This design comes from an exercise in tuning for a short achievable clock period and few clock cycles per item on the open sky130 flow, not from production work. Only simulation tests tie the RTL to the original design; equivalence was not proved. Power is estimated from default activity; no workload was simulated.

===== flow/design.v =====
`default_nettype none
package bitmap_pkg;
  localparam int WINDOW_BITS   = 128;
  localparam int BANK_BITS     = 32;
  localparam int N_BANKS       = WINDOW_BITS / BANK_BITS;
  localparam int SHIFT_BITS    = 14;
  localparam int WIN_CNT_BITS  = $clog2(WINDOW_BITS) + 1;
  localparam int BANK_POS_BITS = $clog2(BANK_BITS);
  localparam int BANK_IDX_BITS = $clog2(N_BANKS);
  typedef logic [31:0]              cmd_word_t;
  typedef logic [WINDOW_BITS-1:0]   window_t;
  typedef logic [SHIFT_BITS-1:0]    shift_t;
  typedef logic [15:0]              report_t;
  typedef logic [WIN_CNT_BITS-1:0]  win_cnt_t;
  typedef logic [BANK_POS_BITS-1:0] bank_pos_t;
  typedef logic [BANK_IDX_BITS-1:0] bank_idx_t;
  typedef enum logic [1:0] {
    op_cut     = 2'b00,
    op_mark    = 2'b01,
    op_find    = 2'b10,
    op_preread = 2'b11
  } opcode_t;
  localparam int MARK_AACK_VALID_BIT = 29;
  localparam int MARK_SACK_VALID_BIT = 28;
  localparam int AACK_SHIFT_LSB      = 14;
  localparam logic [1:0] REPORT_TAG_HOLE = 2'b10;
endpackage
`default_nettype wire
`timescale 1ns/10ps
`default_nettype none
module cmd_decoder (
  input  wire                        clk,
  input  wire                        rst_n,
  input  wire bitmap_pkg::cmd_word_t cmd_data,
  input  wire                        cmd_empty,
  output logic                       cmd_rd_en,
  output logic                       mark_strobe,
  output logic                       sack_valid,
  output logic                       aack_valid,
  output bitmap_pkg::shift_t         sack_shift,
  output bitmap_pkg::shift_t         aack_shift,
  output logic                       find_strobe,
  output bitmap_pkg::shift_t         find_offset,
  input  wire                        find_done
);
  typedef enum logic [1:0] {
    st_idle,
    st_decode,
    st_busy_find
  } dec_state_t;
  dec_state_t          state;
  dec_state_t          state_next;
  bitmap_pkg::opcode_t opcode;
  assign opcode    = bitmap_pkg::opcode_t'(cmd_data[31:30]);
  assign cmd_rd_en = (state == st_idle) && !cmd_empty;
  always_comb begin
    state_next = state;
    case (state)
      st_idle: begin
        if (cmd_rd_en) begin
          state_next = st_decode;
        end
      end
      st_decode: begin
        case (opcode)
          bitmap_pkg::op_find: state_next = st_busy_find;
          bitmap_pkg::op_mark: state_next = st_idle;
          bitmap_pkg::op_cut,
          bitmap_pkg::op_preread: state_next = st_idle;
          default: state_next = st_idle;
        endcase
      end
      st_busy_find: begin
        if (find_done) begin
          state_next = st_idle;
        end
      end
      default: state_next = st_idle;
    endcase
  end
  always_ff @(posedge clk or negedge rst_n) begin
    if (!rst_n) begin
      state       <= st_idle;
      mark_strobe <= 1'b0;
      find_strobe <= 1'b0;
    end else begin
      state       <= state_next;
      mark_strobe <= (state == st_decode) && (opcode == bitmap_pkg::op_mark);
      find_strobe <= (state == st_decode) && (opcode == bitmap_pkg::op_find);
    end
  end
  always_ff @(posedge clk) begin
    if (state == st_decode && opcode == bitmap_pkg::op_mark) begin
      sack_valid <= cmd_data[bitmap_pkg::MARK_SACK_VALID_BIT];
      aack_valid <= cmd_data[bitmap_pkg::MARK_AACK_VALID_BIT];
      aack_shift <= cmd_data[bitmap_pkg::AACK_SHIFT_LSB +: bitmap_pkg::SHIFT_BITS];
      sack_shift <= cmd_data[bitmap_pkg::SHIFT_BITS-1:0];
    end
    if (state == st_decode && opcode == bitmap_pkg::op_find) begin
      find_offset <= cmd_data[bitmap_pkg::SHIFT_BITS-1:0];
    end
  end
endmodule
`default_nettype wire
`timescale 1ns/10ps
`default_nettype none
module ack_window (
  input  wire                     clk,
  input  wire                     rst_n,
  input  wire                     mark_strobe,
  input  wire                     sack_valid,
  input  wire                     aack_valid,
  input  wire bitmap_pkg::shift_t sack_shift,
  input  wire bitmap_pkg::shift_t aack_shift,
  output bitmap_pkg::window_t     window
);
  bitmap_pkg::window_t  win_sack;
  bitmap_pkg::window_t  win_aack;
  bitmap_pkg::window_t  win_next;
  bitmap_pkg::win_cnt_t ones_cnt;
  always_comb begin
    win_sack = window;
    if (sack_valid && sack_shift < bitmap_pkg::WINDOW_BITS) begin
      win_sack = win_sack | (bitmap_pkg::window_t'(1) << sack_shift);
    end
  end
  always_comb begin
    win_aack = win_sack;
    if (aack_valid) begin
      win_aack = win_sack >> aack_shift;
    end
  end
  always_comb begin
    ones_cnt = bitmap_pkg::win_cnt_t'(bitmap_pkg::WINDOW_BITS);
    for (int i = bitmap_pkg::WINDOW_BITS - 1; i >= 0; i--) begin
      if (!win_aack[i]) begin
        ones_cnt = bitmap_pkg::win_cnt_t'(i);
      end
    end
  end
  assign win_next = win_aack >> ones_cnt;
  always_ff @(posedge clk or negedge rst_n) begin
    if (!rst_n) begin
      window <= '0;
    end else if (mark_strobe) begin
      window <= win_next;
    end
  end
endmodule
`default_nettype wire
`timescale 1ns/10ps
`default_nettype none
module hole_finder (
  input  wire                      clk,
  input  wire                      rst_n,
  input  wire                      find_strobe,
  input  wire bitmap_pkg::shift_t  find_offset,
  input  wire bitmap_pkg::window_t window,
  output logic                     find_done,
  output bitmap_pkg::report_t      report_data,
  output logic                     report_wr_en,
  input  wire                      report_full
);
  typedef enum logic [1:0] {
    fs_idle,
    fs_select,
    fs_encode,
    fs_report
  } find_state_t;
  find_state_t                          state;
  logic [bitmap_pkg::SHIFT_BITS:0]      first_bit;
  bitmap_pkg::window_t                  shifted_q;
  bitmap_pkg::shift_t                   offset_q;
  logic [bitmap_pkg::BANK_BITS-1:0]     bank_sel;
  bitmap_pkg::bank_idx_t                bank_sel_idx;
  logic [bitmap_pkg::BANK_BITS-1:0]     bank_q;
  bitmap_pkg::bank_idx_t                bank_idx_q;
  bitmap_pkg::bank_pos_t                zero_pos;
  bitmap_pkg::shift_t                   hole_pos;
  assign first_bit = {1'b0, find_offset} + {{bitmap_pkg::SHIFT_BITS{1'b0}}, 1'b1};
  always_ff @(posedge clk or negedge rst_n) begin
    if (!rst_n) begin
      state <= fs_idle;
    end else begin
      case (state)
        fs_idle:   if (find_strobe) state <= fs_select;
        fs_select: state <= fs_encode;
        fs_encode: state <= fs_report;
        fs_report: if (!report_full) state <= fs_idle;
        default:   state <= fs_idle;
      endcase
    end
  end
  assign report_wr_en = (state == fs_report) && !report_full;
  assign find_done    = report_wr_en;
  always_ff @(posedge clk) begin
    if (state == fs_idle && find_strobe) begin
      shifted_q <= window >> first_bit;
      offset_q  <= find_offset;
    end
  end
  always_comb begin
    bank_sel_idx = bitmap_pkg::bank_idx_t'(bitmap_pkg::N_BANKS - 1);
    for (int b = bitmap_pkg::N_BANKS - 1; b >= 0; b--) begin
      if (shifted_q[b*bitmap_pkg::BANK_BITS +: bitmap_pkg::BANK_BITS] != '1) begin
        bank_sel_idx = bitmap_pkg::bank_idx_t'(b);
      end
    end
    bank_sel = shifted_q[bank_sel_idx*bitmap_pkg::BANK_BITS +: bitmap_pkg::BANK_BITS];
  end
  always_ff @(posedge clk) begin
    if (state == fs_select) begin
      bank_q     <= bank_sel;
      bank_idx_q <= bank_sel_idx;
    end
  end
  always_comb begin
    zero_pos = '1;
    for (int i = bitmap_pkg::BANK_BITS - 1; i >= 0; i--) begin
      if (!bank_q[i]) begin
        zero_pos = bitmap_pkg::bank_pos_t'(i);
      end
    end
  end
  assign hole_pos = offset_q + bitmap_pkg::shift_t'(1)
                  + bitmap_pkg::shift_t'(bank_idx_q)
                    * bitmap_pkg::shift_t'(bitmap_pkg::BANK_BITS)
                  + bitmap_pkg::shift_t'(zero_pos);
  always_ff @(posedge clk) begin
    if (state == fs_encode) begin
      report_data <= {bitmap_pkg::REPORT_TAG_HOLE, hole_pos};
    end
  end
endmodule
`default_nettype wire
`timescale 1ns/10ps
`default_nettype none
module bitmap_ctrl (
  input  wire                        clk,
  input  wire                        rst_n,
  input  wire bitmap_pkg::cmd_word_t cmd_data,
  input  wire                        cmd_empty,
  output logic                       cmd_rd_en,
  output bitmap_pkg::report_t        report_data,
  output logic                       report_wr_en,
  input  wire                        report_full
);
  logic                mark_strobe;
  logic                sack_valid;
  logic                aack_valid;
  bitmap_pkg::shift_t  sack_shift;
  bitmap_pkg::shift_t  aack_shift;
  logic                find_strobe;
  bitmap_pkg::shift_t  find_offset;
  logic                find_done;
  bitmap_pkg::window_t window;
  cmd_decoder i_cmd_decoder (
    .clk         (clk),
    .rst_n       (rst_n),
    .cmd_data    (cmd_data),
    .cmd_empty   (cmd_empty),
    .cmd_rd_en   (cmd_rd_en),
    .mark_strobe (mark_strobe),
    .sack_valid  (sack_valid),
    .aack_valid  (aack_valid),
    .sack_shift  (sack_shift),
    .aack_shift  (aack_shift),
    .find_strobe (find_strobe),
    .find_offset (find_offset),
    .find_done   (find_done)
  );
  ack_window i_ack_window (
    .clk         (clk),
    .rst_n       (rst_n),
    .mark_strobe (mark_strobe),
    .sack_valid  (sack_valid),
    .aack_valid  (aack_valid),
    .sack_shift  (sack_shift),
    .aack_shift  (aack_shift),
    .window      (window)
  );
  hole_finder i_hole_finder (
    .clk          (clk),
    .rst_n        (rst_n),
    .find_strobe  (find_strobe),
    .find_offset  (find_offset),
    .window       (window),
    .find_done    (find_done),
    .report_data  (report_data),
    .report_wr_en (report_wr_en),
    .report_full  (report_full)
  );
endmodule
`default_nettype wire

===== flow/run.sh =====
#!/bin/bash
# synth_recipe.tcl (not shown) runs the flow's synth.tcl, then flattens the netlist and writes it again
# the make line also repeats each setting of config.mk as NAME=value (left out here)
make -C /OpenROAD-flow-scripts/flow DESIGN_CONFIG=/design/flow/config.mk WORK_HOME=/design/flow/orfs CLKGATE_MAP_FILE= SYNTH_SCRIPT=/design/flow/synth_recipe.tcl finish

===== flow/config.mk =====
export PLATFORM = sky130hd
export DESIGN_NAME = bitmap_ctrl
export DESIGN_NICKNAME = bitmap_ctrl
export VERILOG_FILES = /design/flow/design.v
export SDC_FILE = /design/flow/constraint.sdc
export NUM_CORES = 4
export LEC_CHECK = 0
export CAP_MARGIN = 30
export CORE_MARGIN = 2
export CORE_UTILIZATION = 25
export SLEW_MARGIN = 30

===== flow/constraint.sdc =====
create_clock -name core_clock -period 11.0 [get_ports {clk}]
set_input_delay 2.2000 -clock core_clock [delete_from_list [all_inputs] [get_ports {clk}]]
set_output_delay 2.2000 -clock core_clock [all_outputs]
set_load 0.01 [all_outputs]

==> run summary <==
==> registers in the layout (all words and copies together), names as in the netlist <==
signal	flops
i_cmd_decoder.aack_valid	1
i_hole_finder.offset_q	14
i_cmd_decoder.state	2
i_cmd_decoder.mark_strobe	1
i_hole_finder.shifted_q	127
i_hole_finder.bank_idx_q	2
i_ack_window.window	128
i_cmd_decoder.find_offset	14
i_cmd_decoder.aack_shift	14
i_cmd_decoder.find_strobe	1
i_hole_finder.bank_q	31
i_cmd_decoder.sack_valid	1
i_hole_finder.state	2
i_hole_finder.report_data	14
i_cmd_decoder.sack_shift	14
==> cell type report <==
type	instances	area share
flip-flops and latches	366	0.158
multi-input cells	5399	0.596
repair buffers	1345	0.166
clock inverters	26	0.00512
inverters	85	0.00508
diodes	50	0.00191
clock buffers	53	0.0178
well taps	2656	0.0507
==> cells in the final DEF, fill, tap and decap left out, types with 136 or more instances in the layout <==
master    Yosys  final
o21ai_0     333    323
buf_4        15   1238
mux4_2      136    136
mux2_2      140    140
mux2i_1     593    592
nand3_1     186    185
o22ai_1     300    291
nor3_1      172    162
edfxtp_1    232    232
a21oi_1     375    368
nor2_1      758    729
nand2_1     606    597
==> worst paths after layout <==
path / start / end / slack [ns]
min in group asynchronous: rst_n / i_ack_window.window[43]$_DFFE_PN0P_ / 1.60
min: i_cmd_decoder.find_offset[13]$_DFFE_PP_ / i_hole_finder.offset_q[13]$_DFFE_PP_ / 0.46
max in group asynchronous: rst_n / i_ack_window.window[29]$_DFFE_PN0P_ / 8.09
min reg2reg: i_cmd_decoder.find_offset[13]$_DFFE_PP_ / i_hole_finder.offset_q[13]$_DFFE_PP_ / 0.46
max: i_cmd_decoder.sack_shift[4]$_DFFE_PP_ / i_ack_window.window[3]$_DFFE_PN0P_ / 0.35
max reg2reg: i_cmd_decoder.sack_shift[4]$_DFFE_PP_ / i_ack_window.window[3]$_DFFE_PN0P_ / 0.35
==> routing by layer <==
metal  up-vias  wire (um)
met3      1519      72700
li1      27300          -
met5         -       1390
met2      6192     197000
met4        49      38200
met1     35700     205000
==> where the power goes <==
| group | switching [mW] | internal (mW) |
|---|---|---|
| logic | 3.48 | 1.48 |
| clock network | 0.724 | 0.887 |
| registers | 0.531 | 1.70 |
==> kinds of logic after synthesis <==
logic type               after synthesis
adder cells (fa/ha/maj)               13
flip-flops                           366
AO/OA/AOI/OAI                       2333
other                                  2
buffers and inverters                677
XOR/XNOR                              12
multiplexers                         874
AND/OR/NAND/NOR                     2165
==> critical path, cell delays in order, from the launching register on <==
cell and delay, ns:
edfxtp_1 0.90, nor4b_4 0.93, a41oi_2 0.68, o221ai_1 0.85, a21oi_1 0.14, or4_1 0.75
a2bb2oi_2 0.94, a211oi_1 0.19, buf_4 0.25, nor4_1 0.61, buf_4 0.23, buf_4 0.10
a21boi_0 0.09, o31a_1 0.32, nor3_2 0.66, buf_4 0.25, inv_4 0.07, nor2_1 0.25
buf_4 0.17, buf_4 0.15, a22oi_1 0.08, and4_1 0.38, a2bb2o_1 0.47, a211oi_1 0.63
nand2_1 0.13, a32o_1 0.28
==> metrics by stage <==
stage / utilization / instance area (sq um) / setup slack (ns) / instances / total power, mW
after floorplan: - / 50500 / 4.36 / 6442 / 3.65
after global placement: 0.317 / 63400 / 0.950 / 9844 / 6.72
after detailed placement: 0.318 / 63700 / 1.04 / 9849 / 6.71
after CTS: 0.325 / 65200 / 0.981 / 9928 / 8.32
after global routing: 0.327 / 65400 / 0.549 / 9940 / 8.72
final: 0.327 / 65500 / 0.346 / 9980 / 8.81
==> cell usage after synthesis (126+ instances only) <==
cell and number:
edfxtp_1 232, a211oi_1 151, nand2_1 606, o21ai_0 333, nor2_1 758, dfrtp_1 134
clkbuf_1 372, nor3_1 172, nand3_1 186, mux2_2 140, mux4_2 136, o221ai_1 126
mux2i_1 593, o22ai_1 300, a21oi_1 375
==> impl_results.md <==
- I/O pin count: 54
- Post_cts resized: 0
- Final RePlAce weighted congestion: 1.17
- # DRC: 0
- Largest family of logic cells by synthesized area: compound AO/OA/AOI/OAI gates
- DR WL/cell: 51.5 um
- Clock sink total: 366
- Postcts setup bufs: 0
- Vias in the first global route: 64600
- Final Setup Violations: 0
- Max H-tree Level: 2
- Xor and xnor area share after synthesis: 0.00208
- Global-route wire length before repair: 658000 um
- Worst slew pin tran: 1.25 ns
- Min Hold Slack: 0.461 ns
- Met3 GRT Util: 0.248
- Share of post-route cells with drive strength above 1: 0.272
- Fin nets: 7290
- Vias per inst: 7.09
- GR Layer Usage met2: 0.645
- Status: complete, no violations
- Multi-input logic area: 39000 sq um
- Die Span Y: 453 um
- CTS max path bufs: 3
- Final Critical Period: 10.65 ns
- Req. time, crit path: 11.55 ns
- Fin. max-slew vios: 0
- Adder-Cell Fraction of Synth Area: 0.00337
- Setup crit start kind: register
- Yosys cell types: 112
- Synth Instances: 6442
- CTS Hold Bufs: 0
- Grt ovf: 0
- Critical Path End Type: register
- Synth Area in Simple Gates: 0.198
- Top cell type's share of synthesized area: 0.138
- Post-synth EDFFs: 232
- Syn nets: 6491
- DR pass1 iterations: 15
- Initial antenna violation count: 73
- Hold Vio Cnt, Final: 0
- DR iter-0 viols: 12300
- RSZ-0062 raised after global routing: false
- Critical path type: reg2reg
- Seq/Total Area, Yosys: 0.204
- Syn avg cell area: 7.84 sq um
- Hold Crit Depth: 0
- Pwr dens: 134 nW/um^2
- Synth area leaders: edfxtp_1 14%, mux2i_1 12%, dfrtp_1 6.6%, mux4_2 6.1%, nor2_1 5.6%
- #FFs+latches synth: 366
- CP arrival: 11.20 ns
- GRT Max-Usage Layer: met2
- # port buffers: 51
- Worst skew pair latency: 0.76 ns
- Post-route clock period utilization: 0.969
- TritonCTS Buffers: 44
- Crit Path Max Fanout: 19
- Die Wd: 453 um
- Ys Warns: 3
- Clk Tree Root Cell: clkbuf_16
- DPL Wire Length: 415000 um
- Total GRT Usage: 0.480
- Leakage power: 24.7 nW
- Worst R2R Path Depth: 25
- Starting Density: 0.252
- MaxCap Viol Count: 0
- VDD IR-drop max: 129 uV
- Netlist Area Pre-Place: 50500 sq um
- Compound-Gate Fraction of Synth Area: 0.325
- Sequential cell area: 10300 sq um
- Yosys top cell by area: edfxtp_1
- Main synth FF type: edfxtp_1
- Worst Skew: 0.124 ns
- CTS tree: done
- Row Count: 164
- Clk slew on worst S/H paths: 0.06 ns
- Largest net degree at the start of global routing: 143
- Hold Path Class: reg2reg
- Area Overhead vs Synth: 29.7%
- Die Area: 206000 sq um
- Post-Route WL: 514000 um
- FILL cells: 21600
- CORE AREA: 200000 sq um
- Fmax: 93.9 MHz
- Post-DRT Antenna Nets: 0
- Total number of vias: 70700
- Max-slew headroom: 0.164
- Async SR Flop Fraction: 0.366
- GR Util met1: 0.600
- Setup TNS Final: 0 ns
- Mux cell area share after synthesis: 0.211
Testbench counts, summed over its fixed seeds: cycles 36,140, items 12,000.

[afterwards: timing with drivers on the ports]
Ports are ideal in the flow. The routed layout listed here was re-timed in OpenROAD.
Step 1 (the two cells are an assumption about what drives the block):
set clk [get_ports {clk}]
set_driving_cell -lib_cell sky130_fd_sc_hd__clkbuf_16 $clk
set_driving_cell -lib_cell sky130_fd_sc_hd__buf_2 [delete_from_list [all_inputs] $clk]
Step 2 times the ports against the registers' clock, not the clock port: input delays grow and output delays shrink by t, the midpoint of the rising clock arrivals with the driver on.
Slacks: no drivers / after step 1 / after step 2; pairs: no drivers / after step 1.
t, ns: 0.790
setup WS [ns]: 0.346 / 0.346 / 0.346
clock arrival spread, ns: 0.131 / 0.131
worst register clock-pin slew, ns: 0.11 / 0.11
After both steps setup and hold are still met in this run. The setup slack of this run moves by 0.000 ns with the drivers and by 0.000 ns with both steps.
